What follows belongs to an exercise in optimizing a design on an open flow for small area, a short achievable clock period and few clock cycles; a production flow would make more cautious choices.
Function was checked by simulation only, so behaviour that the tests miss may differ from the original.
Power is estimated from default activity; no workload was simulated.

--- flow/flow/run.sh ---
#!/bin/bash
set -euo pipefail
bash standard.sh "BUFFER_PORTS_ARGS=-buffer_cell sky130_fd_sc_hd__buf_1" SETUP_SLACK_MARGIN=5.6 finish > make_finish.log 2>&1
--- flow/standard.sh ---
#!/bin/bash
# synth_recipe.tcl (not shown) runs the flow's synth.tcl, then flattens the netlist and writes it again
# the make line also repeats each setting of config.mk as NAME=value (left out here)
make -C /OpenROAD-flow-scripts/flow DESIGN_CONFIG=/design/flow/config.mk WORK_HOME=/design/flow/orfs CLKGATE_MAP_FILE= SYNTH_SCRIPT=/design/flow/synth_recipe.tcl "${@:-finish}"
--- flow/config.mk ---
export PLATFORM = sky130hd
export DESIGN_NAME = huffman_top
export DESIGN_NICKNAME = huffman_top
export VERILOG_FILES = /design/flow/design.v
export SDC_FILE = /design/flow/constraint.sdc
export NUM_CORES = 4
export LEC_CHECK = 0
export ABC_AREA = 1
export CAP_MARGIN = 20
export CORE_MARGIN = 2
export CORE_UTILIZATION = 40
export CTS_BUF_LIST = sky130_fd_sc_hd__clkbuf_8 sky130_fd_sc_hd__clkbuf_16
export SLEW_MARGIN = 20
export TNS_END_PERCENT = 0
--- flow/constraint.sdc ---
create_clock -name core_clock -period 8.0 [get_ports {clk}]
set_input_delay 1.6000 -clock core_clock [delete_from_list [all_inputs] [get_ports {clk}]]
set_output_delay 1.6000 -clock core_clock [all_outputs]
set_load 0.01 [all_outputs]
--- flow/design.v ---
package huff_types_pkg;
	typedef logic [8-1:0] pixel_t;
	typedef logic [8-1:0] count_t;
	typedef logic [6-1:0] sym_mask_t;
	typedef logic [8-1:0] code_t;
	typedef logic [8-1:0] len_mask_t;
endpackage
package huff_ctrl_pkg;
	typedef enum logic [1:0] {SORT_IDLE, SORT_PASS, SORT_DONE} sort_state_t;
	typedef enum logic [1:0] {MRG_IDLE, MRG_POP, MRG_INSERT, MRG_DONE} merge_state_t;
	typedef enum logic [1:0] {BLD_IDLE, BLD_WALK, BLD_DONE} build_state_t;
	typedef logic [$clog2(5)-1:0] round_t;
	typedef logic [$clog2(6+1)-1:0] step_t;
endpackage
`timescale 1ns/1ns
module huffman_top (
	input  logic                      clk,
	input  logic                      reset,
	input  logic                      gray_valid,
	input  huff_types_pkg::pixel_t    gray_data,
	output logic                      cnt_valid,
	output huff_types_pkg::count_t    cnt1,
	output huff_types_pkg::count_t    cnt2,
	output huff_types_pkg::count_t    cnt3,
	output huff_types_pkg::count_t    cnt4,
	output huff_types_pkg::count_t    cnt5,
	output huff_types_pkg::count_t    cnt6,
	output logic                      code_valid,
	output huff_types_pkg::code_t     hc1,
	output huff_types_pkg::code_t     hc2,
	output huff_types_pkg::code_t     hc3,
	output huff_types_pkg::code_t     hc4,
	output huff_types_pkg::code_t     hc5,
	output huff_types_pkg::code_t     hc6,
	output huff_types_pkg::len_mask_t m1,
	output huff_types_pkg::len_mask_t m2,
	output huff_types_pkg::len_mask_t m3,
	output huff_types_pkg::len_mask_t m4,
	output huff_types_pkg::len_mask_t m5,
	output huff_types_pkg::len_mask_t m6
);
	function automatic logic ge8(input logic [7:0] a, input logic [7:0] b);
		logic [7:0] g;
		logic [7:0] l;
		logic [3:0] g2;
		logic [3:0] l2;
		logic [1:0] g4;
		logic [1:0] l4;
		g = a & ~b;
		l = ~a & b;
		for (int i = 0; i < 4; i++) begin
			g2[i] = g[2*i+1] | (~l[2*i+1] & g[2*i]);
			l2[i] = l[2*i+1] | (~g[2*i+1] & l[2*i]);
		end
		for (int i = 0; i < 2; i++) begin
			g4[i] = g2[2*i+1] | (~l2[2*i+1] & g2[2*i]);
			l4[i] = l2[2*i+1] | (~g2[2*i+1] & l2[2*i]);
		end
		ge8 = ~(l4[1] | (~g4[1] & l4[0]));
	endfunction
	function automatic logic [7:0] add8(input logic [7:0] a, input logic [7:0] b);
		logic [7:0] g;
		logic [7:0] p;
		logic [7:0] gg;
		logic [7:0] pp;
		logic [7:0] g1;
		logic [7:0] p1;
		g = a & b;
		p = a ^ b;
		gg = g;
		pp = p;
		for (int d = 1; d < 8; d = d * 2) begin
			g1 = gg;
			p1 = pp;
			for (int i = d; i < 8; i++) begin
				gg[i] = g1[i] | (p1[i] & g1[i - d]);
				pp[i] = p1[i] & p1[i - d];
			end
		end
		add8 = p ^ {gg[6:0], 1'b0};
	endfunction
	logic            seen;
	logic            closed;     
	logic            closed_d;   
	logic [5:0][7:0] cnt;
	always_ff @(posedge clk) begin
		if (reset) begin
			seen      <= 1'b0;
			closed    <= 1'b0;
			closed_d  <= 1'b0;
			cnt_valid <= 1'b0;
			cnt       <= '0;
		end else begin
			closed_d  <= closed;
			cnt_valid <= 1'b0;
			if (!closed) begin
				if (gray_valid) begin
					seen <= 1'b1;
					for (int i = 0; i < 6; i++) begin
						if (gray_data == 8'(i + 1)) begin
							cnt[i] <= cnt[i] + 8'd1;
						end
					end
				end else if (seen) begin
					closed    <= 1'b1;
					cnt_valid <= 1'b1;
				end
			end
		end
	end
	logic [5:0][5:0] ge_nx;
	logic [5:0][5:0] oh;
	logic [5:0][5:0] oh_nx;
	always_comb begin
		ge_nx = '0;
		for (int i = 0; i < 6; i++) begin
			for (int j = i + 1; j < 6; j++) begin
				ge_nx[i][j] = ge8(cnt[i], cnt[j]);
			end
		end
		for (int i = 0; i < 6; i++) begin
			oh_nx[i] = 6'b000001;
			for (int j = 0; j < 6; j++) begin
				if (j > i && ge_nx[i][j]) oh_nx[i] = {oh_nx[i][4:0], 1'b0};
				if (j < i && !ge_nx[j][i]) oh_nx[i] = {oh_nx[i][4:0], 1'b0};
			end
		end
	end
	assign cnt1 = cnt[0];
	assign cnt2 = cnt[1];
	assign cnt3 = cnt[2];
	assign cnt4 = cnt[3];
	assign cnt5 = cnt[4];
	assign cnt6 = cnt[5];
	logic [5:0][7:0] sorted_w;
	logic [7:0]      sorted_s;
	always_comb begin
		for (int i = 0; i < 6; i++) begin
		end
		for (int k = 0; k < 6; k++) begin
			sorted_w[k] = '0;
			for (int i = 0; i < 6; i++) begin
				sorted_w[k] = sorted_w[k] | (cnt[i] & {8{oh[i][k]}});
			end
		end
		sorted_s = add8(sorted_w[0], sorted_w[1]);
	end
	logic [5:0][7:0] w;       
	logic [7:0]      sw;      
	logic [5:0]      vld;     
	logic [5:0][4:0] code;    
	logic [5:0][4:0] msk;     
	logic [5:2]      t;       
	logic [4:0]      pone;    
	logic [4:0][7:0] rw;
	logic [7:0]      rsw;
	logic [5:0][5:0] roh;
	logic [5:0][4:0] rcode;
	logic [5:0][4:0] rmsk;
	always_comb begin
		logic [5:0] pv;
		logic [4:0] mv;
		logic [4:0] kv;
		for (int k = 2; k < 6; k++) begin
			t[k] = !ge8(w[k], sw) && vld[k];
		end
		pone[0] = ~t[2];
		for (int j = 1; j < 4; j++) begin
			pone[j] = t[j + 1] & ~t[j + 2];
		end
		pone[4] = t[5];
		rw[0] = t[2] ? w[2] : sw;
		for (int i = 1; i < 4; i++) begin
			if (t[i + 2]) rw[i] = w[i + 2];
			else if (t[i + 1]) rw[i] = sw;
			else rw[i] = w[i + 1];
		end
		rw[4] = t[5] ? sw : w[5];
		rsw = t[3] ? add8(w[2], w[3]) : add8(w[2], sw);
		for (int s = 0; s < 6; s++) begin
			pv = oh[s];
			mv = msk[s];
			kv = code[s];
			roh[s] = '0;
			for (int j = 0; j < 5; j++) begin
				roh[s][j] = (pv[0] | pv[1]) & pone[j];
				if (j + 2 < 6) roh[s][j] = roh[s][j] | (pv[j + 2 < 6 ? j + 2 : 5] & t[j + 2 < 6 ? j + 2 : 5]);
				if (j >= 1) roh[s][j] = roh[s][j] | (pv[j + 1] & ~t[j >= 1 ? j + 1 : 2]);
			end
			rcode[s] = roh[s][0] ? kv | (~mv & {mv[3:0], 1'b1}) : kv;
			rmsk[s]  = (roh[s][0] | roh[s][1]) ? {mv[3:0], 1'b1} : mv;
		end
	end
	always_ff @(posedge clk) begin
		if (reset) begin
			code_valid <= 1'b0;
		end else if (closed_d && vld[2] && !vld[3]) begin
			code_valid <= 1'b1;
		end
	end
	always_ff @(posedge clk) begin
		if (!closed_d) begin
			oh <= oh_nx;
		end else begin
			oh <= roh;
		end
	end
	always_ff @(posedge clk) begin
		if (!closed_d) begin
			w    <= sorted_w;
			sw   <= sorted_s;
			vld  <= 6'b111111;
			for (int s = 0; s < 6; s++) begin
				code[s] <= {4'b0, oh[s][0]};
				msk[s]  <= {4'b0, oh[s][0] | oh[s][1]};
			end
		end else if (vld[2]) begin
			w[4:0] <= rw;
			sw     <= rsw;
			vld    <= {1'b0, vld[5:1]};
			code   <= rcode;
			msk    <= rmsk;
		end
	end
	assign hc1 = {3'b0, code[0]};
	assign hc2 = {3'b0, code[1]};
	assign hc3 = {3'b0, code[2]};
	assign hc4 = {3'b0, code[3]};
	assign hc5 = {3'b0, code[4]};
	assign hc6 = {3'b0, code[5]};
	assign m1 = {3'b0, msk[0]};
	assign m2 = {3'b0, msk[1]};
	assign m3 = {3'b0, msk[2]};
	assign m4 = {3'b0, msk[3]};
	assign m5 = {3'b0, msk[4]};
	assign m6 = {3'b0, msk[5]};
endmodule
==> results of run 1 <==
## tightest hold or removal path: stages, from the launching register on
cell,delay (ps)
dfxtp_1,310
inv_1,40
a21oi_1,50
## worst max-delay path by stage
stage	from	end	slack (ps)	depth (start not counted)
after floorplan	gray_valid	cnt[7]	5080	13
after detailed placement	gray_valid	cnt[7]	4640	14
after CTS	gray_valid	cnt[7]	5300	14
after global placement	gray_valid	cnt[7]	4700	14
after global routing	cnt[11]	oh[9]	5070	12
final	cnt[11]	oh[15]	5240	13
## state kept, by name, summed over array words and instances (netlist names), 4 cells and up
| register | cells |
|---|---|
| cnt | 48 |
| oh | 36 |
| w | 32 |
| code | 30 |
| msk | 30 |
| sw | 8 |
| vld | 4 |
## timing repair
| action | CTS | global route |
|---|---|---|
| endpoints found under the setup margin | 259 | 281 |
| cloned | 0 | 0 |
| resized for setup | 129 | 44 |
| buffers inserted | 76 | 5 |
| pin swaps | 4 | 6 |
## cells in the mapped netlist, types with 16 or more instances
library cell | count | share of area, %
o22ai_1 | 48 | 2.0
edfxtp_1 | 52 | 11
nand3_1 | 233 | 7.9
o211ai_1 | 16 | 0.81
clkbuf_1 | 58 | 1.5
a21oi_1 | 135 | 4.6
buf_2 | 40 | 1.4
inv_1 | 220 | 5.6
a31oi_1 | 37 | 1.6
a221oi_1 | 33 | 2.0
o21ai_0 | 123 | 4.2
buf_4 | 53 | 2.7
nor2_1 | 147 | 3.7
nand2_1 | 596 | 15
o21ai_1 | 21 | 0.71
inv_2 | 28 | 0.71
dfxtp_1 | 141 | 19
ha_1 | 54 | 4.6
nor3_1 | 31 | 1.0
## logic make-up after synthesis
group,synth area share (%)
buffers and inverters,12.4
xor gates and xnor gates,0.651
and+or+nand+nor,31.3
other,0.0253
DFF,29.6
AOI/OAI and AO/OA,20.8
adders and majority gates,5.11
## report_power, final
group,switching (mW),leakage (nW),internal (mW)
clock network,0.467,0.314,0.483
registers,0.0409,1.80,1.01
logic,0.216,5.05,0.0860
## area by class of cell
type,count,area [µm²],share of cell area (%)
Multi-Input combinational cell,1681,8890,52.8
Tap cell,468,586,3.48
Clock buffer,19,464,2.76
Timing Repair Buffer,208,1120,6.66
Clock inverter,13,180,1.07
Inverter,255,1010,6.02
Sequential cell,193,4570,27.2
## layer usage
layer / routed length, µm / share of wire (%) / global-route usage [%]
met5: 12 / 0.021 / 0
met2: 24800 / 43 / 46.6
met1: 23700 / 41 / 39.1
met3: 5710 / 9.8 / 6.02
met4: 3880 / 6.7 / 17.5
==> results.txt, run 1 <==
- After layout, the worst path uses 34.5% of the clock period.
- Across the VDD grid, the largest voltage drop is 0.159 mV.
- The master cell of the clock root buffer is clkbuf_16.
- TritonCTS built the clock tree.
- The worst hold path begins at code[24].
- Entering global routing, the biggest net connects 74 pins.
- The flow ran to the end and the layout has no timing, DRC or antenna violations.
- For hold timing, the worst endpoint is code[24].
- The final number of hold-violating endpoints came to 0.
- The register-to-register setup slack is 5240 ps.
- The highest clock frequency the design can meet is 362 MHz.
- Clock latency on the worst-skew pair, taken at its later pin, is 470 ps.
- The cell class contributing the biggest share of worst-path delay is compound AO/OA/AOI/OAI gates.
- The largest single stage delay on the critical path is 710 ps.
- The worst pin sits at a relative slew slack of 32.4%.
- Detailed placement finished with a half-perimeter wire length of 40000 µm.
- For this design the static power due to leakage is 7.16 nW.
- The number of I/O port buffers is 120.
- The startpoint of the worst-slack reg-to-reg timing path is cnt[11].
- Of all nets on the critical path, the largest fanout is 6.
- Counting flops with an async set or reset pin after synthesis yields a share of 0%.
- Across all setup checks in the final design, the least slack found is 5240 ps.
- The worst setup path is launched from a flip-flop.
- The library cell used most frequently in the layout, excluding fill and tap cells, is nand2_1.
- Setup repair after global routing could not meet its margin everywhere.
- The deepest level of the CTS H-tree is 4.
- The utilization of the core after routing is 46.1%.
- Summing the sequential cell areas from Yosys gives 29.6% of the chip area.
- Yosys mapped a number of flops with a built-in enable equal to 52.
- The number of antenna violations at the first check in global routing is 1.
- The synthesis warning total is 1.
- The area inside the core boundary is 36500 µm².
- The type of the tightest min-delay check is flip-flop to flip-flop.
- The share of final-layout standard cells stronger than drive strength 1 is 13.2%.
- The full die area is 38500 µm².
- For this design the ratio of total power to cell area is 137 nW/µm².
- The setup path with the least slack is of type flip-flop to flip-flop.
- On the critical path, the stage with the largest delay is an instance of o311ai_0.
- For the worst setup path, the data required time is 8350 ps.
- The number of maximum-capacitance constraint violations is 0.
- The count of inserted antenna diode cells is 0.
- The filler cell count is 3802.
- The worst hold path passes through 2 cells.
- Setup violations remaining at the end of the flow were counted as 0.
- The effective utilization at floorplan is 40.5%.
- The area growth from synthesis to layout is 13.7%.
- The first global-routing pass estimated 90000 µm of wire.
- The sink count of the clock tree is 193.
- The routed design has 58200 µm of wire.
- The number of standard cells in the layout, taps in and fillers out is 2837.
- The count of unresolved DRC violations after routing is 0.
- During I/O placement, the number of pins put on the boundary was 157.
- Final hold analysis gives a worst-case slack of 450 ps.
- The summed area of non-filler cells in the final layout is 16800 µm².
- The number of instances in the placed design is 2724.
- Counting cells, the worst reg-to-reg path comes to 13.
- After synthesis, the netlist uses 61 different library cells.
- The number of instances in the synthesized netlist is 2257.
- The clock tree skew after final layout is 24.2 ps.
- In this run the mean area of a mapped cell was 6.56 µm².
- In this run, post-CTS hold repair placed 0 buffers.
- The remaining antenna violation count is 0.
- The clock period could shrink to 2760 ps.
- The number of vias after detailed routing is 16738.
- The clock passes through at most 2 buffers.
- The capture instance of the worst register-to-register path is oh[15].
- The via count of the first global-routing pass is 15582.
- The routability-driven placement congestion ratio is 0.993.
- Adding up every negative setup slack in the final design gives 0 ps.
- The DRC violation total after the first TritonRoute iteration is 1990.
- Buffers inserted during clock tree synthesis total 17.
- The overall power after layout is 2.30 mW.
- The number of buffers and inverters on the critical path is 3.
- The critical path goes through clkinvlp_4 > buf_4 > nor2_1 > o311ai_0 > a31oi_2 > inv_1 > ha_1 > nand3_1 > nand3_1 > nand3_1 > nand2_1 > nand2_1 > nand2_1.
- Prior to clock tree synthesis, the placed netlist has a worst setup slack of 4640 ps.
- The global-route usage over all layers is 30.1%.
- The die is 196 µm wide.
- The placement-stage cell area is 15100 µm².
- The net count reported at finish is 2424.
- The synthesized netlist occupies a cell area of 14800 µm².
- The detailed-route vias per instance is 5.90.
- The wire length per cell is 20.5 µm.
- The number of iterations in the first detailed-routing pass is 6.
- The worst setup path is captured at a flip-flop.
- In the layout the commonest cells are 591 x nand2_1, 230 x nand3_1, 199 x inv_1, 144 x nor2_1, 134 x a21oi_1.
- The endpoint arrival time on the critical path is 3110 ps.
- The final count of pins violating max slew is 0.
- The actual slew at the worst max-slew pin is 1010 ps.
- The global-route congestion overflow total is 0.
- The clock-pin slew of the registers on the worst-case setup and hold paths is 80 ps.
- The leading register cell type out of synthesis is dfxtp_1.
- The post-synthesis register bit count is 193.
- The die span in y is 196 µm.
- Row generation in the floorplan step produced 70 rows.
Testbench counts, summed over its fixed seeds: cycles 13,084.
==> inputs of run 2 (changes only) <==
==> flow/flow/run.sh (replaced) <==
#!/bin/bash
set -euo pipefail
bash standard.sh "BUFFER_PORTS_ARGS=-buffer_cell sky130_fd_sc_hd__buf_1" SETUP_SLACK_MARGIN=5.15 finish > make_finish.log 2>&1
==> results.txt, run 2 <==
- The total area of multi-input combinational cells is 8720 µm² (-1.9%).
- Among all stages on the critical path, the largest delay is contributed by dfxtp_1.
- The actual slew at the worst max-slew pin is 979 ps (-35.9 ps).
- The routability-driven placement congestion ratio is 0.993 (unchanged).
- Ranked by flip-flop count, first place goes to cnt.
- The power per cell area was 145 nW/µm² (+5.8%).
- The minimum clock period after layout is 3020 ps (+257 ps).
- The detailed placement HPWL is 40000 µm (unchanged).
- The count of inserted antenna diode cells came to 0 (unchanged).
- The post-synthesis register bit count is 193 (unchanged).
- The number of vias after detailed routing was 16095 (-3.8%).
- The net switching component of the power is 717 µW (-0.88%).
- The deepest level of the CTS H-tree is 4 (unchanged).
- The number of instances in the placed design is 2724 (unchanged).
- The share of final-layout standard cells stronger than drive strength 1 is 7.71% (-5.5 points).
- The largest fanout on the critical path came to 14 (+8).
- The sum of negative setup slack was 0 ps (unchanged).
- The relative area change from synthesis to final layout is 7.71%.
- The number of maximum-capacitance constraint violations was 0 (unchanged).
- The type of element launching the critical path is a flip-flop.
- The most numerous cell in the Yosys netlist is nand2_1.
- The number of iterations in the first detailed-routing pass is 6 (unchanged).
- The total internal power is 1.59 mW (+0.65%).
- The global-route usage over all layers is 28.3% (-1.8 points).
- The relative slew slack is 34.8% (+2.4 points).
- The count of unresolved DRC violations after routing came to 0 (unchanged).
- The tree is rooted in a clkbuf_16.
- The number of cells on the worst reg-to-reg path is 14 (+1).
- The sequential area share after synthesis is 29.6% (unchanged).
- The number of setup violations in the final report is 0 (unchanged).
- The sum of buffers and inverters on the critical path came to 1 (-2).
- The fraction of the mapped netlist area in compound gates is 20.8% (unchanged).
- The worst supply voltage drop on vdd is 0.158 mV (-0.64%).
- In this run the most critical hold path is launched from code[16].
- The min-delay analysis places its worst path in the category flip-flop to flip-flop.
- The synthesized area per cell was 6.56 µm² (unchanged).
- The post-route clock period utilization is 37.7% (+3.2 points).
- The area inside the core boundary is 36500 µm² (unchanged).
- The sequential cell area is 4430 µm² (-3.1%).
- The number of flops mapped to enable cells by yosys is 52 (unchanged).
- Grouping stages by cell kind, the critical path spends the most delay in flip-flops.
- After synthesis, the largest family of logic cells by area is simple AND/OR/NAND/NOR gates.
- The worst setup path is of the flip-flop to output port kind.
- The maximum number of pins on one net before global-route repair is 74 (unchanged).
- The largest registers in the layout are cnt x48, oh x36, w x32.
- The number of top-level pins was 157 (unchanged).
- The via count of the first global-routing pass is 14865 (-4.6%).
- The biggest area contributor in the post-synthesis netlist is dfxtp_1.
- The kind of capture point of the worst setup path is an output port.
- The flip-flop count of the largest register, all copies and words added was 48 (unchanged).
- The share of the synthesized area in the top cell type is 19.1% (unchanged).
- The highest clock frequency the design can meet came to 331 MHz (-8.5%).
- The number of clock buffers inserted by TritonCTS is 17 (unchanged).
- The DRC violation total after the first TritonRoute iteration is 1863 (-6.4%).
- The critical path goes through buf_1.
- The adder-cell share of the synthesized area is 5.11% (unchanged).
- Setup repair after global routing could not meet its margin everywhere.
- The number of instances in the synthesized netlist is 2257 (unchanged).
- The sink count of the clock tree is 193 (unchanged).
- The worst-skew pair later-pin latency is 470 ps (about the same).
- The library cell used most frequently in the layout, excluding fill and tap cells, is nand2_1.
- The number of standard cells in the layout, taps in and fillers out came to 2763 (-2.6%).
- The fraction of power consumed by the clock network is 41.2% (about the same).
- The combinational power share was 12.6% (-0.5 points).
- The post-synthesis mux area share is 0% (unchanged).
- The count of different cell masters after synthesis was 61 (unchanged).
- The register-to-register setup slack is 5060 ps (-180 ps).
- The synthesis warning total came to 1 (unchanged).
- The required time at the worst-slack endpoint is 6400 ps (-1950 ps).
- After synthesis, the most frequently instantiated cells are 596 x nand2_1, 233 x nand3_1, 220 x inv_1, 147 x nor2_1, 141 x dfxtp_1.
- The startpoint of the worst-slack reg-to-reg timing path is cnt[14].
- The flow ran to the end and the layout has no timing, DRC or antenna violations.
- The simple-gate area share of the yosys netlist is 31.3% (unchanged).
- The total stage count of the critical path is 1 (-12).
- Leaving out fill and tap cells, the most frequent cells in the layout are 596 x nand2_1, 233 x nand3_1, 209 x inv_1, 147 x nor2_1, 135 x a21oi_1.
- The number of buffers between clock root and the deepest sink is 2 (unchanged).
- The clock-pin slew of the registers on the worst-case setup and hold paths is 80 ps (about the same).
- The detailed-route vias per instance is 5.83 (-1.3%).
- The endpoint arrival time on the critical path came to 1420 ps (-1690 ps).
- The largest stage delay on the critical path is 740 ps (+30 ps).
- The net count reported at finish is 2350 (-3.1%).
- The area share of xor/xnor cells in the synthesized design is 0.651% (unchanged).
- The number of antenna violations at the first check in global routing was 0 (-1).
- The total standard cell area after synthesis was 14800 µm² (unchanged).
- The die span in y is 196 µm (unchanged).
- The static leakage is 6.64 nW (-7.3%).
- The wire length per cell was 19.9 µm (-3.1%).
- The filler cell count was 3903 (+2.7%).
- The die outline width was 196 µm (unchanged).
- The post-detailed-routing wire length is 54900 µm (-5.6%).
- The first-pass GRT wire length is 85100 µm (-5.4%).
- The number of I/O port buffers is 120 (unchanged).
- The remaining antenna violation count is 0 (unchanged).
- The global-route congestion overflow total is 0 (unchanged).
- The worst register-to-register path ends at oh[31].
- The critical path starts at cnt[22].
- The timing endpoint of the critical path is cnt3[6].
- The clock tree skew after final layout is 21.9 ps (-2.25 ps).
- The cts-stage hold buffer count came to 0 (unchanged).
- The share of flip-flops with an asynchronous set or reset after synthesis is 0% (unchanged).
- The share of total power in sequential cells is 46.2% (+0.6 points).
- The full die area was 38500 µm² (unchanged).
- The number of core rows came to 70 (unchanged).
- The TritonCTS clock tree is built.
- Yosys attributes the largest share of cell area to dfxtp_1 19%, nand2_1 15%, edfxtp_1 11%.
- The effective utilization at floorplan is 40.5% (unchanged).
- The net switching fraction of the power came to 31.1% (-0.33 points).
- The final number of hold-violating endpoints is 0 (unchanged).
- The leading register cell type out of synthesis is dfxtp_1.
- The final count of pins violating max slew is 0 (unchanged).
run 2: cell types whose count changed in the layout (fill, tap and decap cells not counted), moves of 10 or more:
cell	delta
buf_4	-74
inv_1	+10
dfxtp_4	-46
dfxtp_2	+24
dfxtp_1	+22
run 2: how the worst min path moves through the flow:
stage,end,cells after the start
floorplan,seen,2
global placement,code[24],2
detailed placement,code[16],2
CTS,code[16],2
global route,code[28],2
finish,code[16],2
run 2: what timing repair did:
| action | in CTS | in global routing |
|---|---|---|
| buffers inserted | 0 | 7 |
| pin swaps | 0 | 0 |
| gates resized for setup | 4 | 47 |
| setup endpoints to repair | 77 | 134 |
run 2: tightest hold or removal path, delay by kind of cell (launching register included):
| family | cells | cell delay (ps) |
|---|---|---|
| flip-flops | 1 | 310 |
| buffers and inverters | 1 | 40 |
| AO/OA/AOI/OAI | 1 | 50 |
run 2: cell families (layout without fill, tap and decap cells):
logic type | count (synthesis) | in the layout
simple gates | 1076 | 1076
other cells | 1 | 36
fa+ha+maj | 59 | 59
flops | 193 | 193
compound gates | 499 | 499
xor+xnor | 11 | 11
buf+inv | 418 | 421
run 2: layer usage:
layer / track usage (%) / vias up / share of wire, %
met3: 5.30 / 181 / 8.8
met5: 0 / - / 0
met1: 37.4 / 7425 / 42
met4: 14.6 / 0 / 5.3
met2: 44.3 / 846 / 44
li1: - / 7643 / -
run 2: metrics by stage:
stage | total power, mW | hold WS [ps] | util (%) | area, µm² | setup WS, ps
floorplan | 1.30 | 441 | - | 14900 | 5080
global route | 2.39 | 472 | 43.6 | 15900 | 4930
CTS | 2.31 | 452 | 43.2 | 15800 | 4930
finish | 2.30 | 450 | 43.6 | 15900 | 4980
global placement | 1.37 | 436 | 41.4 | 15100 | 4700
detailed placement | 1.37 | 439 | 41.4 | 15100 | 4640
run 2: final cells by class:
class	instances	area share, %
multi-input cells	1681	54.7
flip-flops and latches	193	27.8
inverters	255	6.30
well taps	468	3.67
repair buffers	134	3.49
clock buffers	19	2.91
clock inverters	13	1.13
run 2: power groups by stage:
stage          clock, mW  combinational, mW  sequential, mW
3_5_place_dp           0              0.287            1.08
4_1_cts            0.960              0.288            1.06
5_1_grt            0.994              0.329            1.06
2_1_floorplan          0              0.239            1.06
6_report           0.949              0.291            1.06
3_3_place_gp           0              0.283            1.08
==> inputs of run 3 (changes only) <==
==> flow/flow/run.sh (replaced) <==
#!/bin/bash
set -euo pipefail
bash standard.sh "BUFFER_PORTS_ARGS=-buffer_cell sky130_fd_sc_hd__buf_1" SETUP_SLACK_MARGIN=5.45 finish > make_finish.log 2>&1
==> results.txt, run 3 <==
- The kind of capture point of the worst setup path is a flip-flop.
- The number of cells traversed by the worst hold path is 2 (unchanged).
- The clock-pin slew of the registers on the worst-case setup and hold paths is 80 ps (about the same).
- The effective utilization at floorplan is 40.5% (unchanged).
- The fraction of the mapped netlist area in compound gates came to 20.8% (unchanged).
- The count of inserted antenna diode cells came to 0 (unchanged).
- The total internal power is 1.58 mW (-0.65%).
- The sum of buffers and inverters on the critical path is 3 (+2).
- The maximum number of pins on one net before global-route repair is 74 (unchanged).
- The wire length per cell is 20.5 µm (+3.2%).
- The commonest cells after synthesis are 596 x nand2_1, 233 x nand3_1, 220 x inv_1, 147 x nor2_1, 141 x dfxtp_1.
- The power per cell area came to 137 nW/µm² (-5.4%).
- The sequential area share after synthesis came to 29.6% (unchanged).
- The die outline width came to 196 µm (unchanged).
- The sum of negative setup slack is 0 ps (unchanged).
- The number of core rows came to 70 (unchanged).
- The library cell used most frequently in the layout, excluding fill and tap cells, is nand2_1.
- The number of cells on the worst reg-to-reg path is 13 (-1).
- The post-synthesis register bit count came to 193 (unchanged).
- The placement-stage cell area was 15100 µm² (unchanged).
- The area inside the core boundary was 36500 µm² (unchanged).
- The synthesis warning total was 1 (unchanged).
- The number of maximum-capacitance constraint violations is 0 (unchanged).
- The fraction of power consumed by the clock network is 41.3% (about the same).
- The remaining antenna violation count is 0 (unchanged).
- The count of different cell masters after synthesis is 61 (unchanged).
- The worst-skew pair later-pin latency is 470 ps (about the same).
- The total standard cell area after synthesis is 14800 µm² (unchanged).
- The flip-flop count of the largest register, all copies and words added is 48 (unchanged).
- Sorting the synthesized cells by area gives the leading types as dfxtp_1 19%, nand2_1 15%, edfxtp_1 11%.
- The post-detailed-routing wire length is 58200 µm (+5.9%).
- The global-route congestion overflow total is 0 (unchanged).
- On the critical path the largest part of the delay comes from compound AO/OA/AOI/OAI gates.
- The post-synthesis mux area share is 0% (unchanged).
- The detailed-route vias per instance is 5.90 (+1.3%).
- The endpoint arrival time on the critical path is 3110 ps (+1690 ps).
- The area share of xor/xnor cells in the synthesized design was 0.651% (unchanged).
- The number of top-level pins is 157 (unchanged).
- The adder-cell share of the synthesized area is 5.11% (unchanged).
- The number of flops mapped to enable cells by yosys was 52 (unchanged).
- The die span in y is 196 µm (unchanged).
- The static leakage is 7.16 nW (+7.9%).
- The minimum clock period after layout is 2760 ps (-257 ps).
- Setup repair after global routing could not meet its margin everywhere.
- The highest clock frequency the design can meet is 362 MHz (+9.3%).
- The number of setup violations in the final report is 0 (unchanged).
- The cts-stage hold buffer count was 0 (unchanged).
- The via count of the first global-routing pass is 15582 (+4.8%).
- The start-to-end type of the worst setup path is flip-flop to flip-flop.
- The dominant combinational cell family by area after synthesis is simple AND/OR/NAND/NOR gates.
- Traced cell by cell, the critical path runs through clkinvlp_4 > buf_4 > nor2_1 > o311ai_0 > a31oi_2 > inv_1 > ha_1 > nand3_1 > nand3_1 > nand3_1 > nand2_1 > nand2_1 > nand2_1.
- The full die area was 38500 µm² (unchanged).
- The actual slew at the worst max-slew pin is 1010 ps (+35.9 ps).
- The final count of pins violating max slew is 0 (unchanged).
- The share of final-layout standard cells stronger than drive strength 1 is 13.2% (+5.5 points).
- TritonCTS built the clock tree.
- The worst supply voltage drop on vdd came to 0.159 mV (+0.64%).
- The summed area of non-filler cells in the final layout is 16800 µm² (+5.6%).
- The combinational power share came to 13.1% (+0.5 points).
- The min-delay analysis places its worst path in the category flip-flop to flip-flop.
- In the final layout, the registers with the most flip-flops are cnt x48, oh x36, w x32.
- The clock tree skew after final layout is 24.2 ps (+2.25 ps).
- The number of clock buffers inserted by TritonCTS came to 17 (unchanged).
- The post-route clock period utilization is 34.5% (-3.2 points).
- The largest fanout on the critical path is 6 (-8).
- The net count reported at finish is 2424 (+3.1%).
- Leaving out fill and tap cells, the most frequent cells in the layout are 591 x nand2_1, 230 x nand3_1, 199 x inv_1, 144 x nor2_1, 134 x a21oi_1.
- The net switching component of the power is 724 µW (+0.89%).
- The global-route usage over all layers came to 30.1% (+1.8 points).
- The share of total power in sequential cells is 45.6% (-0.6 points).
- The routability-driven placement congestion ratio is 0.993 (unchanged).
- The most used flip-flop cell after synthesis is dfxtp_1.
- The slowest stage of the critical path is the o311ai_0 cell.
- The first-pass GRT wire length came to 90000 µm (+5.7%).
- The DRC violation total after the first TritonRoute iteration is 1990 (+6.8%).
- In this run the clock root is driven by a clkbuf_16.
- The number of antenna violations at the first check in global routing is 1 (+1).
- The share of flip-flops with an asynchronous set or reset after synthesis is 0% (unchanged).
- The register name with the most flops is cnt.
- The number of vias after detailed routing is 16738 (+4.0%).
- The number of iterations in the first detailed-routing pass came to 6 (unchanged).
- The required time at the worst-slack endpoint is 8350 ps (+1950 ps).
- The most numerous cell in the Yosys netlist is nand2_1.
- The share of the synthesized area in the top cell type was 19.1% (unchanged).
- The final number of hold-violating endpoints was 0 (unchanged).
- The flow ran to the end and the layout has no timing, DRC or antenna violations.
- The type of element launching the critical path is a flip-flop.
- The count of unresolved DRC violations after routing is 0 (unchanged).
- The relative area change from synthesis to final layout is 13.7%.
- The total stage count of the critical path came to 13 (+12).
- The largest area contributor in the synthesized netlist is dfxtp_1.
- The net switching fraction of the power is 31.5% (+0.33 points).
- The number of I/O port buffers is 120 (unchanged).
- The synthesized area per cell is 6.56 µm² (unchanged).
- The number of buffers between clock root and the deepest sink came to 2 (unchanged).
- The largest stage delay on the critical path was 710 ps (-30 ps).
- The detailed placement HPWL was 40000 µm (unchanged).
- The simple-gate area share of the yosys netlist came to 31.3% (unchanged).
- The deepest level of the CTS H-tree is 4 (unchanged).
- The sink count of the clock tree is 193 (unchanged).
- The number of instances in the synthesized netlist is 2257 (unchanged).
- The relative slew slack is 32.4% (-2.4 points).
==> run 3: logic make-up (layout without fill, tap and decap cells) <==
| family | count (synthesis) | in the layout |
|---|---|---|
| compound gates | 499 | 499 |
| xor+xnor | 11 | 11 |
| fa+ha+maj | 59 | 59 |
| buf+inv | 418 | 495 |
| flops | 193 | 193 |
| other cells | 1 | 36 |
| simple gates | 1076 | 1076 |
==> run 3: final cells by class <==
type,instances,area [µm²]
clock buffers,19,464
clock inverters,13,180
fillers,3802,19700
inverters,255,1010
multi-input cells,1681,8890
flip-flops and latches,193,4570
well taps,468,586
repair buffers,208,1120
==> run 3: worst register-to-register path, cell delays in order, from the launching register on <==
cell        delay, ps
dfxtp_4           390
clkinvlp_4        140
buf_4             170
nor2_1             40
o311ai_0          710
a31oi_2           280
inv_1             160
ha_1              250
nand3_1           120
nand3_1           120
nand3_1           110
nand2_1            50
nand2_1            50
nand2_1            60
==> run 3: metal layers <==
layer	up-vias	track usage, %	wire, µm
li1	7800	-	-
met1	7697	39.1	23700
met2	994	46.6	24800
met3	245	6.02	5710
met4	2	17.5	3880
met5	-	0	12
==> run 3: per-stage QoR <==
stage	setup WS [ps]	cells	total power, mW	hold WS [ps]	util (%)
6_report	5240	2837	2.30	450	46.1
2_1_floorplan	5080	2292	1.30	441	-
5_1_grt	5070	2837	2.38	472	46.1
3_3_place_gp	4700	2724	1.37	436	41.4
3_5_place_dp	4640	2724	1.37	439	41.4
4_1_cts	5300	2832	2.30	452	45.5
==> run 3: worst paths after layout <==
kind	start	slack (ps)	to
max	cnt[11]	5240	oh[15]
min	code[24]	450	code[24]
max reg2reg	cnt[11]	5240	oh[15]
min reg2reg	code[24]	450	code[24]
==> run 3: power groups by stage <==
stage,Combinational (mW),Sequential [mW],Clock [mW]
floorplan,0.239,1.06,0
global placement,0.283,1.08,0
detailed placement,0.287,1.08,0
CTS,0.294,1.05,0.960
global route,0.340,1.05,0.996
finish,0.302,1.05,0.950
==> run 3: what timing repair did <==
action / CTS / global route
setup buffers: 76 / 5
endpoints found under the setup margin: 224 / 252
pin swaps: 4 / 6
resized for setup: 129 / 44
==> inputs of run 4 (changes only) <==
--- a/flow/design.v
+++ b/flow/design.v
@@ -111,6 +111,12 @@
 	logic [5:0][5:0] ge_nx;
 	logic [5:0][5:0] oh;
 	logic [5:0][5:0] oh_nx;
+	logic [5:0][4:0] ohr;
+	always_comb begin
+		for (int i = 0; i < 6; i++) begin
+			oh[i] = {~|ohr[i], ohr[i]};
+		end
+	end
 	always_comb begin
 		ge_nx = '0;
 		for (int i = 0; i < 6; i++) begin
@@ -200,9 +206,13 @@
 	end
 	always_ff @(posedge clk) begin
 		if (!closed_d) begin
-			oh <= oh_nx;
+			for (int i = 0; i < 6; i++) begin
+				ohr[i] <= oh_nx[i][4:0];
+			end
 		end else begin
-			oh <= roh;
+			for (int i = 0; i < 6; i++) begin
+				ohr[i] <= roh[i][4:0];
+			end
 		end
 	end
 	always_ff @(posedge clk) begin
==> flow/flow/run.sh (replaced) <==
#!/bin/bash
set -euo pipefail
bash standard.sh "BUFFER_PORTS_ARGS=-buffer_cell sky130_fd_sc_hd__buf_1" SETUP_SLACK_MARGIN=5.4 finish > make_finish.log 2>&1
--- a/flow/config.mk
+++ b/flow/config.mk
@@ -10,5 +10,6 @@
 export CORE_MARGIN = 2
 export CORE_UTILIZATION = 40
 export CTS_BUF_LIST = sky130_fd_sc_hd__clkbuf_8 sky130_fd_sc_hd__clkbuf_16
+export GPL_ROUTABILITY_DRIVEN = 0
 export SLEW_MARGIN = 20
 export TNS_END_PERCENT = 0
==> results.txt, run 4 <==
- The DRC violation total after the first TritonRoute iteration is 2057 (+3.4%).
- The sequential area share after synthesis was 29.2% (-0.47 points).
- The minimum clock period after layout is 2740 ps (-25.3 ps).
- The maximum number of pins on one net before global-route repair is 76 (+2.7%).
- The relative area change from synthesis to final layout is 13.8% (about the same).
- The required time at the worst-slack endpoint is 6400 ps (-1950 ps).
- The sum of buffers and inverters on the critical path came to 1 (-2).
- The count of unresolved DRC violations after routing is 0 (unchanged).
- TritonCTS built the clock tree.
- The synthesized area per cell is 6.49 µm² (-1.0%).
- The first-pass GRT wire length is 83700 µm (-6.9%).
- The largest stage delay on the critical path came to 490 ps (-220 ps).
- Setup repair after global routing could not meet its margin everywhere.
- The via count of the first global-routing pass is 14823 (-4.9%).
- The highest clock frequency the design can meet came to 365 MHz (+0.92%).
- The number of flops mapped to enable cells by yosys is 52 (unchanged).
- The worst-skew pair later-pin latency came to 470 ps (about the same).
- The number of antenna violations at the first check in global routing is 0 (-1).
- For this run, the leading register cell type out of synthesis is dfxtp_1.
- The number of core rows came to 70 (unchanged).
- The number of setup violations in the final report was 0 (unchanged).
- The flip-flop count of the largest register, all copies and words added is 48 (unchanged).
- The share of flip-flops with an asynchronous set or reset after synthesis is 0% (unchanged).
- The full die area is 38100 µm² (-1.1%).
- The sink count of the clock tree is 187 (-3.1%).
- In the final layout, the registers with the most flip-flops are cnt x48, w x32.
- The number of iterations in the first detailed-routing pass was 9 (+3).
- The synthesis warning total is 1 (unchanged).
- The power per cell area is 135 nW/µm² (-1.4%).
- The count of inserted antenna diode cells is 0 (unchanged).
- The share of the synthesized area in the top cell type was 18.5% (-0.60 points).
- The number of I/O port buffers is 120 (unchanged).
- The number of clock buffers inserted by TritonCTS came to 17 (unchanged).
- The effective utilization at floorplan is 40.2% (-0.28 points).
- The global-route usage over all layers is 28.0% (-2.2 points).
- The cts-stage hold buffer count is 0 (unchanged).
- The number of instances in the synthesized netlist is 2254 (-0.13%).
- The post-synthesis register bit count is 187 (-3.1%).
- The utilization of the core after routing was 45.8% (-0.28 points).
- The clock tree skew after final layout is 24.2 ps (+0.00150 ps).
- The remaining antenna violation count came to 0 (unchanged).
- The share of final-layout standard cells stronger than drive strength 1 is 12.8% (-0.38 points).
- The filler cell count is 3739 (-1.7%).
- Leaving out fill and tap cells, the most frequent cell in the layout is nand2_1.
- In this run the worst hold path is classified as flip-flop to flip-flop.
- The static leakage is 6.98 nW (-2.5%).
- The final count of pins violating max slew came to 0 (unchanged).
- In the layout the commonest cells are 545 x nand2_1, 223 x nand3_1, 214 x inv_1, 159 x nor2_1, 158 x a21oi_1.
- The number of buffers between clock root and the deepest sink is 2 (unchanged).
- Ranked by total cell area, the synthesized netlist is headed by dfxtp_1 18%, nand2_1 14%, edfxtp_1 11%.
- Counting flops per register, the top entry is cnt.
- The net count reported at finish is 2409 (-0.62%).
- The commonest cells after synthesis are 549 x nand2_1, 234 x inv_1, 226 x nand3_1, 165 x nor2_1, 161 x a21oi_1.
- The detailed-route vias per instance is 5.80 (-1.8%).
- The worst slack on hold paths is 448 ps (-2.07 ps).
- The die outline width was 195 µm (-0.57%).
- The final number of hold-violating endpoints is 0 (unchanged).
- The die span in y is 195 µm (-0.57%).
- The endpoint arrival time on the critical path came to 1140 ps (-1970 ps).
- The global-route congestion overflow total is 0 (unchanged).
- The deepest level of the CTS H-tree was 4 (unchanged).
- The count of different cell masters after synthesis is 60 (-1.6%).
- Yosys instantiated no cell more often than nand2_1.
- The master cell of the clock root buffer is clkbuf_16.
- Walking the worst path, the cells encountered are buf_1.
- The worst supply voltage drop on vdd came to 0.151 mV (-4.9%).
- The number of top-level pins is 157 (unchanged).
- The largest individual stage delay along the critical path comes from the cell dfxtp_4.
- The area inside the core boundary is 36300 µm² (-0.48%).
- The largest fanout on the critical path is 14 (+8).
- The kind of capture point of the worst setup path is an output port.
- The worst setup path is launched from a flip-flop.
- The sum of negative setup slack came to 0 ps (unchanged).
- The actual slew at the worst max-slew pin is 1030 ps (+19.1 ps).
- The post-route clock period utilization is 34.2% (-0.32 points).
- The clock-pin slew of the registers on the worst-case setup and hold paths is 80 ps (about the same).
- The total standard cell area after synthesis was 14600 µm² (-1.2%).
- The run finished with no timing, DRC or antenna violations.
- The detailed placement HPWL is 38800 µm (-3.0%).
- The relative slew slack came to 31.1% (-1.3 points).
- The start-to-end type of the worst setup path is flip-flop to output port.
- The cell class contributing the biggest share of worst-path delay is flip-flops.
- The wire length per cell is 19.2 µm (-6.4%).
- The number of vias after detailed routing was 16358 (-2.3%).
- The number of maximum-capacitance constraint violations was 0 (unchanged).
- The largest total area in the synthesized netlist belongs to dfxtp_1.
- The post-detailed-routing wire length is 54100 µm (-6.9%).
## run 4: cell types whose count changed in the layout (fill, tap and decap cells not counted), moves of 13 or more
cell	previous run	this run
nor2_1	144	159
nand2_1	591	545
o21ai_0	122	135
a31oi_1	36	22
buf_4	88	66
a21oi_1	134	158
inv_1	199	214
## run 4: layout make-up
type	count	area, µm²	area share (%)
multi-input combinational	1673	8850	53.2
sequential	187	4440	26.7
timing repair buffer	194	1090	6.56
inverter	268	1060	6.39
tap	468	586	3.52
clock buffer	17	425	2.56
clock inverter	15	191	1.15
## run 4: worst paths after layout
| check | startpoint | endpoint | slack (ps) | cells past startpoint |
|---|---|---|---|---|
| worst max register to register | cnt[12] | sw[7] | 5280 | 12 |
| worst min-delay path | code[9] | code[9] | 450 | 2 |
| worst max-delay path | cnt[30] | cnt4[6] | 5260 | 1 |
| worst min register to register | code[9] | code[9] | 450 | 2 |
## run 4: worst min-delay path, cell delays in order, from the launching register on
cell and delay, ps:
dfxtp_1 310, inv_1 40, a21oi_1 50
## run 4: metal layers
metal | vias up | track usage (%) | routed length (µm)
met5 | - | 0 | 0
met4 | 0 | 14.6 | 3030
met3 | 216 | 4.72 | 4950
met2 | 944 | 44.1 | 23800
met1 | 7442 | 36.7 | 22400
li1 | 7756 | - | -
## run 4: cell families after synthesis
family / synth area share, %
and+or+nand+nor: 30.7
AOI/OAI and AO/OA: 21.7
buffers and inverters: 12.8
DFF: 29.2
adders and majority gates: 5.03
xor gates and xnor gates: 0.539
other: 0.0256
## run 4: report_power, final
part / total [mW] / internal, mW / switching, mW
registers: 1.02 / 0.981 / 0.0422
logic: 0.331 / 0.0931 / 0.237
clock network: 0.888 / 0.427 / 0.460
total: 2.24 / 1.50 / 0.740
## run 4: per-stage QoR
stage	setup WS (ps)	power (mW)	cells	cell area [µm²]
6_report	5260	2.24	2822	16600
5_1_grt	5190	2.34	2822	16600
4_1_cts	5250	2.24	2769	16000
3_5_place_dp	4680	1.37	2729	15000
3_3_place_gp	4730	1.37	2729	15000
2_1_floorplan	5210	1.29	2289	14800
## run 4: timing repair
action / CTS / global route
buffers inserted: 7 / 52
cloned: 1 / 0
endpoints found under the setup margin: 180 / 238
gates resized for setup: 106 / 79
pin swaps: 0 / 14
Testbench counts of run 4, summed over its fixed seeds: cycles 13,084.
==> inputs of run 5 (changes only) <==
==> flow/flow/run.sh (replaced) <==
#!/bin/bash
set -euo pipefail
bash standard.sh "BUFFER_PORTS_ARGS=-buffer_cell sky130_fd_sc_hd__buf_1" SETUP_SLACK_MARGIN=5.25 finish > make_finish.log 2>&1
==> results.txt, run 5 <==
- In the final layout, the registers with the most flip-flops are cnt x48, w x32.
- The worst-skew pair later-pin latency was 470 ps (about the same).
- The post-route clock period utilization is 36.1% (+1.9 points).
- The number of core rows is 70 (unchanged).
- The number of buffers between clock root and the deepest sink is 2 (unchanged).
- The area share of xor/xnor cells in the synthesized design is 0.539% (unchanged).
- The number of instances in the placed design was 2729 (unchanged).
- The total standard cell area after synthesis was 14600 µm² (unchanged).
- By area, the combinational part of the netlist is dominated by simple AND/OR/NAND/NOR gates.
- The clock-pin slew of the registers on the worst-case setup and hold paths was 80 ps (about the same).
- The number of maximum-capacitance constraint violations was 0 (unchanged).
- The net switching fraction of the power was 32.8% (-0.23 points).
- The flip-flop count of the largest register, all copies and words added is 48 (unchanged).
- The remaining antenna violation count is 0 (unchanged).
- The detailed placement HPWL is 38800 µm (unchanged).
- The number of instances in the synthesized netlist was 2254 (unchanged).
- The sum of buffers and inverters on the critical path is 1 (unchanged).
- The kind of capture point of the worst setup path is an output port.
- The full die area was 38100 µm² (unchanged).
- The effective utilization at floorplan came to 40.2% (unchanged).
- The largest fanout on the critical path is 16 (+2).
- The worst slack at placement is 4680 ps (unchanged).
- The DRC violation total after the first TritonRoute iteration is 2052 (-0.24%).
- The count of unresolved DRC violations after routing is 0 (unchanged).
- Traced cell by cell, the critical path runs through buf_1.
- The post-synthesis register bit count is 187 (unchanged).
- The worst slack on hold paths is 448 ps (+0.150 ps).
- The filler cell count is 3801 (+1.7%).
- The type of element launching the critical path is a flip-flop.
- The detailed-route vias per instance is 5.79 (about the same).
- The count of different cell masters after synthesis is 60 (unchanged).
- The met1 track demand over resource came to 36.6% (-0.092 points).
- The post-synthesis mux area share came to 0% (unchanged).
- The number of vias after detailed routing is 16129 (-1.4%).
- The number of I/O port buffers is 120 (unchanged).
- The largest area contributor in the synthesized netlist is dfxtp_1.
- The number of clock buffers inserted by TritonCTS is 17 (unchanged).
- The final count of pins violating max slew was 0 (unchanged).
- The simple-gate area share of the yosys netlist is 30.7% (unchanged).
- On the critical path, the stage with the largest delay is an instance of dfxtp_2.
- The root buffer cell chosen for the clock tree is clkbuf_16.
- The flow ran to the end and the layout has no timing, DRC or antenna violations.
- The fraction of the mapped netlist area in compound gates is 21.7% (unchanged).
- The static leakage is 6.71 nW (-3.8%).
- The largest stage delay on the critical path is 620 ps (+130 ps).
- The worst supply voltage drop on vdd is 0.152 mV (+0.57%).
- The global-route usage over all layers is 27.7% (-0.25 points).
- The number of top-level pins is 157 (unchanged).
- The minimum clock period after layout was 2880 ps (+149 ps).
- The synthesis warning total is 1 (unchanged).
- The register name with the most flops is cnt.
- The global-route congestion overflow total came to 0 (unchanged).
- The worst-case setup margin in the final layout is 5120 ps (-149 ps).
- The highest clock frequency the design can meet was 347 MHz (-5.2%).
- The adder-cell share of the synthesized area is 5.03% (unchanged).
- The first-pass GRT wire length is 83100 µm (-0.82%).
- By count the netlist is led by 549 x nand2_1, 234 x inv_1, 226 x nand3_1, 165 x nor2_1, 161 x a21oi_1.
- The number of flops mapped to enable cells by yosys is 52 (unchanged).
- The share of flip-flops with an asynchronous set or reset after synthesis is 0% (unchanged).
- The required time at the worst-slack endpoint was 6400 ps (about the same).
- By startpoint and endpoint, the worst setup path is classified as flip-flop to output port.
- The number of setup violations in the final report is 0 (unchanged).
- The sequential area share after synthesis is 29.2% (unchanged).
- The overall power after layout is 2.25 mW (+0.37%).
- Sorting the synthesized cells by area gives the leading types as dfxtp_1 18%, nand2_1 14%, edfxtp_1 11%.
- The most common cell after layout, fill and taps aside is nand2_1.
- The relative area change from synthesis to final layout is 10.1%.
- The maximum number of pins on one net before global-route repair is 76 (unchanged).
- The number of standard cells in the layout, taps in and fillers out was 2784 (-1.3%).
- The endpoint arrival time on the critical path is 1280 ps (+140 ps).
- The via count of the first global-routing pass was 14771 (-0.35%).
- The most congested layer reported by global routing is met2.
- The area inside the core boundary is 36300 µm² (unchanged).
- The die outline width is 195 µm (unchanged).
- The met2 track demand over resource in global routing came to 43.5% (-0.58 points).
- The type of the tightest min-delay check is flip-flop to flip-flop.
- The post-detailed-routing wire length was 53100 µm (-1.9%).
- The clock tree skew after final layout is 25.0 ps (+0.806 ps).
- The net count reported at finish is 2371 (-1.6%).
- The count of inserted antenna diode cells is 0 (unchanged).
- The number of antenna violations at the first check in global routing is 0 (unchanged).
- The final number of hold-violating endpoints was 0 (unchanged).
- The top cell types in the final layout, fill and taps aside, are 546 x nand2_1, 226 x nand3_1, 219 x inv_1, 162 x nor2_1, 161 x a21oi_1.
- The actual slew at the worst max-slew pin is 1030 ps (-2.40 ps).
- The synthesized area per cell was 6.49 µm² (unchanged).
- Grouping stages by cell kind, the critical path spends the most delay in flip-flops.
- For this run, the leading register cell type out of synthesis is dfxtp_1.
- The deepest level of the CTS H-tree is 4 (unchanged).
- The wire length per cell is 19.1 µm (-0.58%).
- The number of iterations in the first detailed-routing pass is 7 (-2).
- The net switching component of the power is 737 µW (-0.33%).
- The share of the synthesized area in the top cell type was 18.5% (unchanged).
- The register-to-register setup slack is 5230 ps (-50 ps).
- The die span in y is 195 µm (unchanged).
- The share of total power in sequential cells was 46.0% (+0.3 points).
- The sum of negative setup slack is 0 ps (unchanged).
- The combinational power share came to 14.5% (-0.2 points).
- The most numerous cell in the Yosys netlist is nand2_1.
- The sink count of the clock tree is 187 (unchanged).
- TritonCTS built the clock tree.
- The total internal power is 1.51 mW (+0.71%).
- The share of final-layout standard cells stronger than drive strength 1 is 9.84% (-3.0 points).
- The power per cell area is 140 nW/µm² (+3.7%).
- The relative slew slack came to 31.3% (+0.16 points).
- Setup repair after global routing could not meet its margin everywhere.
- The met3 track utilization from global routing is 4.51% (-0.21 points).
- The fraction of power consumed by the clock network is 39.4% (-0.2 points).
[run 5: worst reg2reg max path, cell delays in order, from the launching register on]
cell      delay (ps)
dfxtp_2          470
inv_1            290
o22ai_1          140
a221oi_1         280
o221ai_1         200
ha_1             360
a21oi_1          130
o21ai_0           80
a21oi_1          220
xor2_1           310
nand2_1           90
nand2_1           80
[run 5: routing by layer]
layer  wire length, µm  vias to the layer above
met5                 0                        -
met4              2950                        0
met3              5140                      209
met2             23300                      932
met1             21700                     7302
li1                  -                     7686
[run 5: cell families after synthesis]
family,count (synthesis)
buffers and inverters,429
AO/OA/AOI/OAI,529
other,1
flip-flops,187
XOR/XNOR,9
adder cells (fa/ha/maj),57
AND/OR/NAND/NOR,1042
[run 5: what timing repair did]
action	in CTS	in global routing
hold buffers	0	0
resized for setup	46	50
pin swaps	0	2
setup buffers	0	21
endpoints found under the setup margin	81	149
[run 5: power groups by stage]
stage	sequential [mW]	combinational, mW	clock, mW
global route	1.04	0.372	0.938
CTS	1.03	0.317	0.898
global placement	1.05	0.312	0
finish	1.04	0.327	0.887
floorplan	1.04	0.257	0
detailed placement	1.05	0.316	0
[run 5: cell type report]
cell class	instances	area [µm²]	area share, %
multi-input cells	1673	8760	54.4
well taps	468	586	3.64
clock buffers	17	425	2.64
repair buffers	156	762	4.73
inverters	268	1050	6.51
flip-flops and latches	187	4330	26.9
clock inverters	15	191	1.19
[run 5: final timing paths]
| path | start | to | cells after the start |
|---|---|---|---|
| setup reg to reg | cnt[12] | sw[7] | 11 |
| hold / removal | code[9] | code[9] | 2 |
| setup / recovery | cnt[12] | cnt2[4] | 1 |
| hold reg to reg | code[9] | code[9] | 2 |
[run 5: through the flow]
step,area [µm²],utilization (%)
2_1_floorplan,14800,-
3_3_place_gp,15000,41.4
3_5_place_dp,15000,41.4
4_1_cts,15700,43.3
5_1_grt,16100,44.3
6_report,16100,44.3
==> inputs of run 6 (changes only) <==
==> flow/flow/run.sh (replaced) <==
#!/bin/bash
set -euo pipefail
bash standard.sh "BUFFER_PORTS_ARGS=-buffer_cell sky130_fd_sc_hd__buf_1" SETUP_SLACK_MARGIN=5.35 finish > make_finish.log 2>&1
==> results.txt, run 6 <==
- The relative slew slack is 30.7% (-0.55 points).
- The number of antenna violations at the first check in global routing is 0 (unchanged).
- The required time at the worst-slack endpoint is 6400 ps (about the same).
- The filler cell count is 3760 (-1.1%).
- The utilization of the core after routing is 45.6% (+1.3 points).
- By area the synthesized netlist is led by dfxtp_1 18%, nand2_1 14%, edfxtp_1 11%.
- The total standard cell area after synthesis came to 14600 µm² (unchanged).
- The highest clock frequency the design can meet came to 362 MHz (+4.5%).
- The cts-stage hold buffer count is 0 (unchanged).
- The number of maximum-capacitance constraint violations is 0 (unchanged).
- The share of total power in sequential cells is 45.7% (-0.3 points).
- The minimum clock period after layout was 2760 ps (-123 ps).
- The register-to-register setup slack is 5260 ps (+30 ps).
- The global-route congestion overflow total is 0 (unchanged).
- The number of iterations in the first detailed-routing pass came to 8 (+1).
- In the final layout, the registers with the most flip-flops are cnt x48, w x32.
- The share of the synthesized area in the top cell type is 18.5% (unchanged).
- The kind of capture point of the worst setup path is an output port.
- The combinational power share was 14.7% (+0.2 points).
- The post-route clock period utilization is 34.5% (-1.5 points).
- The area inside the core boundary was 36300 µm² (unchanged).
- The final count of pins violating max slew is 0 (unchanged).
- The synthesized area per cell is 6.49 µm² (unchanged).
- The share of flip-flops with an asynchronous set or reset after synthesis is 0% (unchanged).
- The sequential area share after synthesis is 29.2% (unchanged).
- The via count of the first global-routing pass is 14768 (-0.020%).
- The sum of negative setup slack is 0 ps (unchanged).
- The run finished with no timing, DRC or antenna violations.
- The number of setup violations in the final report is 0 (unchanged).
- The detailed-route vias per instance was 5.83 (+0.56%).
- The global-route usage over all layers is 27.9% (+0.15 points).
- The share of final-layout standard cells stronger than drive strength 1 is 12.7% (+2.8 points).
- The worst-skew pair later-pin latency was 470 ps (about the same).
- The worst supply voltage drop on vdd is 0.151 mV (-0.77%).
- The register with the most flip-flops in the final layout is cnt.
- The DRC violation total after the first TritonRoute iteration came to 1971 (-3.9%).
- The deepest level of the CTS H-tree is 4 (unchanged).
- The count of unresolved DRC violations after routing is 0 (unchanged).
- The fraction of power consumed by the clock network was 39.6% (+0.2 points).
- The remaining antenna violation count is 0 (unchanged).
- The actual slew at the worst max-slew pin came to 1040 ps (+8.29 ps).
- In the post-synthesis netlist, the cell with the most instances is nand2_1.
- The die outline width came to 195 µm (unchanged).
- The synthesis warning total was 1 (unchanged).
- The post-detailed-routing wire length is 54200 µm (+2.0%).
- Counting instances in the post-synthesis netlist gives the leading cell types as 549 x nand2_1, 234 x inv_1, 226 x nand3_1, 165 x nor2_1, 161 x a21oi_1.
- The number of instances in the synthesized netlist is 2254 (unchanged).
- The power per cell area is 135 nW/µm² (-3.2%).
- The sum of buffers and inverters on the critical path is 1 (unchanged).
- The master cell of the clock root buffer is clkbuf_16.
- The area growth from synthesis to layout is 13.4%.
- The total area of multi-input combinational cells was 8850 µm² (+1.0%).
- The effective utilization at floorplan is 40.2% (unchanged).
- The sequential cell area was 4430 µm² (+2.3%).
- The detailed placement HPWL is 38800 µm (unchanged).
- The worst hold path belongs to the class flip-flop to flip-flop.
- The post-synthesis register bit count is 187 (unchanged).
- The number of clock buffers inserted by TritonCTS came to 17 (unchanged).
- The final number of hold-violating endpoints is 0 (unchanged).
- The flip-flop count of the largest register, all copies and words added is 48 (unchanged).
- The endpoint arrival time on the critical path is 1160 ps (-120 ps).
- The wire length per cell came to 19.3 µm (+1.0%).
- The net switching fraction of the power was 33.0% (+0.26 points).
- The total internal power is 1.50 mW (-0.71%).
- The clock tree skew after final layout is 25.4 ps (+0.431 ps).
- Summed over all instances, the cell type with the most area after synthesis is dfxtp_1.
- The number of core rows is 70 (unchanged).
- The clock-pin slew of the registers on the worst-case setup and hold paths is 80 ps (about the same).
- The number of flops mapped to enable cells by yosys was 52 (unchanged).
- Leaving out fill and tap cells, the most frequent cells in the layout are 545 x nand2_1, 223 x nand3_1, 209 x inv_1, 158 x nor2_1, 158 x a21oi_1.
- The largest fanout on the critical path was 16 (unchanged).
- The count of different cell masters after synthesis was 60 (unchanged).
- The number of top-level pins is 157 (unchanged).
- The leading register cell type out of synthesis is dfxtp_1.
- Walking the worst path, the cells encountered are buf_1.
- The TritonCTS clock tree is built.
- The number of I/O port buffers is 120 (unchanged).
- Setup repair after global routing could not meet its margin everywhere.
- The worst-case setup margin in the final layout is 5240 ps (+123 ps).
- The critical-path cell with the highest stage delay is dfxtp_4.
- The die span in y came to 195 µm (unchanged).
- The static leakage is 6.92 nW (+3.1%).
- The count of inserted antenna diode cells is 0 (unchanged).
- The worst setup path is of the flip-flop to output port kind.
- The full die area came to 38100 µm² (unchanged).
- The library cell used most frequently in the layout, excluding fill and tap cells, is nand2_1.
- The number of buffers between clock root and the deepest sink was 2 (unchanged).
- The net count reported at finish is 2399 (+1.2%).
- The worst slack at placement came to 4680 ps (unchanged).
- The sink count of the clock tree came to 187 (unchanged).
- The number of vias after detailed routing is 16382 (+1.6%).
- The first-pass GRT wire length is 83400 µm (+0.44%).
- The cell class contributing the biggest share of worst-path delay is flip-flops.
- The maximum number of pins on one net before global-route repair is 76 (unchanged).
- The largest stage delay on the critical path is 520 ps (-100 ps).
- The type of element launching the critical path is a flip-flop.
- The net switching component of the power came to 741 µW (+0.47%).
==> run 6: worst paths after layout <==
check | from | to | cells after the start
worst max-delay path | cnt[12] | cnt2[4] | 1
worst min register to register | code[9] | code[9] | 2
worst min-delay path | code[9] | code[9] | 2
worst max register to register | cnt[4] | sw[7] | 11
==> run 6: stage by stage <==
stage	instances	area, µm²	hold slack [ps]	power [mW]
2_1_floorplan	2289	14800	422	1.29
3_3_place_gp	2729	15000	433	1.37
3_5_place_dp	2729	15000	439	1.37
4_1_cts	2765	15900	452	2.24
5_1_grt	2812	16600	464	2.34
6_report	2812	16600	448	2.24
==> run 6: repair_timing <==
item / 4_1_cts / 5_1_grt
buffers inserted: 4 / 45
resized for setup: 92 / 97
pin swaps: 0 / 19
cloned: 0 / 1
setup endpoints to repair: 134 / 210
==> run 6: final cells by class <==
class | count | area share [%]
Timing Repair Buffer | 184 | 6.21
Tap cell | 468 | 3.53
Clock inverter | 15 | 1.15
Clock buffer | 17 | 2.56
Sequential cell | 187 | 26.7
Multi-Input combinational cell | 1673 | 53.4
Inverter | 268 | 6.48
==> run 6: kinds of logic (layout without fill, tap and decap cells) <==
family	count (synthesis)	after routing	share of synthesized area [%]
AOI/OAI and AO/OA	529	529	21.7
xor gates and xnor gates	9	9	0.539
adders and majority gates	57	57	5.03
buffers and inverters	429	484	12.8
DFF	187	187	29.2
other	1	36	0.0256
and+or+nand+nor	1042	1042	30.7
==> run 6: power by group through the flow <==
stage	registers, mW	clock network (mW)	logic (mW)
floorplan	1.04	0	0.257
detailed placement	1.05	0	0.316
finish	1.02	0.888	0.331
global route	1.03	0.938	0.375
CTS	1.02	0.898	0.318
global placement	1.05	0	0.312
==> run 6: layer usage <==
metal	share of wire, %	wire length [µm]	global-route usage (%)	up-vias
met2	44	23700	43.8	955
met3	9.2	4970	4.82	222
li1	-	-	-	7756
met5	0	0	0	-
met1	41	22500	36.6	7449
met4	5.5	3000	14.6	0
==> inputs of run 7 (changes only) <==
==> flow/flow/run.sh (replaced) <==
#!/bin/bash
set -euo pipefail
bash standard.sh "BUFFER_PORTS_ARGS=-buffer_cell sky130_fd_sc_hd__buf_1" SETUP_SLACK_MARGIN=5.3 finish > make_finish.log 2>&1
==> results.txt, run 7 <==
- The number of I/O port buffers is 120 (unchanged).
- The first-pass GRT wire length is 83100 µm (-0.36%).
- The actual slew at the worst max-slew pin came to 1040 ps (+1.41 ps).
- The sum of negative setup slack came to 0 ps (unchanged).
- The count of different cell masters after synthesis is 60 (unchanged).
- The number of core rows is 70 (unchanged).
- The type of the tightest min-delay check is flip-flop to flip-flop.
- The detailed placement HPWL came to 38800 µm (unchanged).
- The relative slew slack was 30.6% (-0.094 points).
- The setup path with the least slack is of type flip-flop to output port.
- The share of final-layout standard cells stronger than drive strength 1 is 11.2% (-1.5 points).
- The register-to-register setup slack came to 5320 ps (+60 ps).
- The cell class contributing the biggest share of worst-path delay is flip-flops.
- The area inside the core boundary is 36300 µm² (unchanged).
- The critical-path cell with the highest stage delay is dfxtp_2.
- The net count reported at finish is 2385 (-0.58%).
- The post-synthesis register bit count was 187 (unchanged).
- The largest fanout on the critical path was 11 (-5).
- The worst supply voltage drop on vdd is 0.153 mV (+1.7%).
- The share of the synthesized area in the top cell type came to 18.5% (unchanged).
- The share of flip-flops with an asynchronous set or reset after synthesis is 0% (unchanged).
- The number of flops mapped to enable cells by yosys is 52 (unchanged).
- Leaving out fill and tap cells, the most frequent cell in the layout is nand2_1.
- The sink count of the clock tree was 187 (unchanged).
- The highest clock frequency the design can meet is 360 MHz (-0.50%).
- The minimum clock period after layout was 2780 ps (+13.8 ps).
- The number of top-level pins is 157 (unchanged).
- The final number of hold-violating endpoints is 0 (unchanged).
- The run finished with no timing, DRC or antenna violations.
- The cts-stage hold buffer count came to 0 (unchanged).
- The post-detailed-routing wire length was 53600 µm (-1.1%).
- The met3 track utilization from global routing came to 4.51% (-0.31 points).
- The sequential area share after synthesis came to 29.2% (unchanged).
- The number of clock buffers inserted by TritonCTS is 17 (unchanged).
- The worst slack at placement was 4680 ps (unchanged).
- The critical path ends at cnt4[1].
- The synthesized area per cell is 6.49 µm² (unchanged).
- In the layout the commonest cells are 545 x nand2_1, 225 x nand3_1, 216 x inv_1, 162 x nor2_1, 159 x a21oi_1.
- STA classifies the critical path startpoint as a flip-flop.
- The number of cells on the worst reg-to-reg path is 13 (+2).
- The number of instances in the placed design is 2729 (unchanged).
- The clock tree skew after final layout is 25.2 ps (-0.216 ps).
- After synthesis, the most frequently instantiated cells are 549 x nand2_1, 234 x inv_1, 226 x nand3_1, 165 x nor2_1, 161 x a21oi_1.
- The deepest level of the CTS H-tree is 4 (unchanged).
- The number of buffers between clock root and the deepest sink is 2 (unchanged).
- The number of iterations in the first detailed-routing pass is 7 (-1).
- The number of maximum-capacitance constraint violations was 0 (unchanged).
- The endpoint arrival time on the critical path came to 1180 ps (+20 ps).
- The largest stage delay on the critical path is 520 ps (about the same).
- The effective utilization at floorplan came to 40.2% (unchanged).
- The clock-pin slew of the registers on the worst-case setup and hold paths is 80 ps (about the same).
- The number of antenna violations at the first check in global routing is 0 (unchanged).
- Setup repair after global routing could not meet its margin everywhere.
- The global-route congestion overflow total was 0 (unchanged).
- The remaining antenna violation count was 0 (unchanged).
- The number of vias after detailed routing is 16170 (-1.3%).
- The first element of the critical path is cnt[25].
- The sum of buffers and inverters on the critical path is 1 (unchanged).
- The static leakage came to 6.83 nW (-1.4%).
- The global-route usage over all layers was 27.7% (-0.14 points).
- The signal on the critical path passes through buf_1.
- The detailed-route vias per instance came to 5.78 (-0.80%).
- The worst-skew pair later-pin latency is 480 ps (about the same).
- The area growth from synthesis to layout is 11.9%.
- The met1 track demand over resource is 36.7% (+0.072 points).
- The die outline width is 195 µm (unchanged).
- The count of inserted antenna diode cells is 0 (unchanged).
- The full die area was 38100 µm² (unchanged).
- The count of unresolved DRC violations after routing is 0 (unchanged).
- The number of standard cells in the layout, taps in and fillers out came to 2798 (-0.50%).
- The most numerous cell in the Yosys netlist is nand2_1.
-- run 7: cell counts after synthesis --
Identical to the previous run, type by type.
-- run 7: timing repair --
item,in CTS,in global routing
setup endpoints to repair,90,166
pin swaps,0,11
resized for setup,68,84
setup buffers,0,35
endpoints found under the hold margin,0,0
-- run 7: area by class of cell --
type,count,area (µm²)
fillers,3792,20000
flip-flops and latches,187,4410
inverters,268,1060
clock buffers,17,425
multi-input cells,1673,8810
well taps,468,586
repair buffers,170,888
clock inverters,15,191
-- run 7: kinds of logic after synthesis --
kind of cell / after synthesis / share of synthesized area [%]
xor+xnor: 9 / 0.539
flops: 187 / 29.2
other cells: 1 / 0.0256
buf+inv: 429 / 12.8
fa+ha+maj: 57 / 5.03
compound gates: 529 / 21.7
simple gates: 1042 / 30.7
-- run 7: worst min-delay path by stage --
stage	start	end	cells past startpoint
final	code[9]	code[9]	2
after global routing	code[2]	code[2]	2
after CTS	code[9]	code[9]	2
after detailed placement	code[9]	code[9]	2
after global placement	closed	cnt_valid	1
after floorplan	closed	cnt_valid	1
-- run 7: routing by layer --
layer	routed length (µm)	up-vias
met4	3060	0
li1	-	7711
met2	23600	896
met5	0	-
met3	4750	217
met1	22200	7346
-- run 7: power breakdown --
group / total, mW / leakage [nW] / switching, mW / internal (mW)
Combinational: 0.330 / 4.79 / 0.237 / 0.0931
Sequential: 1.03 / 1.74 / 0.0420 / 0.984
Clock: 0.888 / 0.290 / 0.461 / 0.427
Total: 2.24 / 6.83 / 0.740 / 1.50

what the ideal ports hide:
The results above use ideal ports. As a check the final layouts listed here were re-extracted and re-timed, cells and wires unchanged.
Step 1 assumes that a clkbuf_16 drives the clock port and a buf_2 every other input.
Step 2 also shifts input and output timing later by t, the mid clock arrival at the registers, as if the neighbouring blocks saw the same clock.
Three values: no drivers, after step 1, after step 2; two values: the first two.
run	t, ns	slack for setup (ns)
run 1	0.512	5.239 / 5.222 / 4.830
run 2	0.510	4.982 / 4.928 / 4.635
run 3	0.512	5.239 / 5.222 / 4.830
run 4	0.517	5.264 / 5.208 / 4.854
run 5	0.520	5.115 / 5.058 / 4.797
run 6	0.514	5.238 / 5.184 / 4.854
run 7	0.522	5.224 / 5.168 / 4.858
After both steps setup and hold are still met in every run listed.
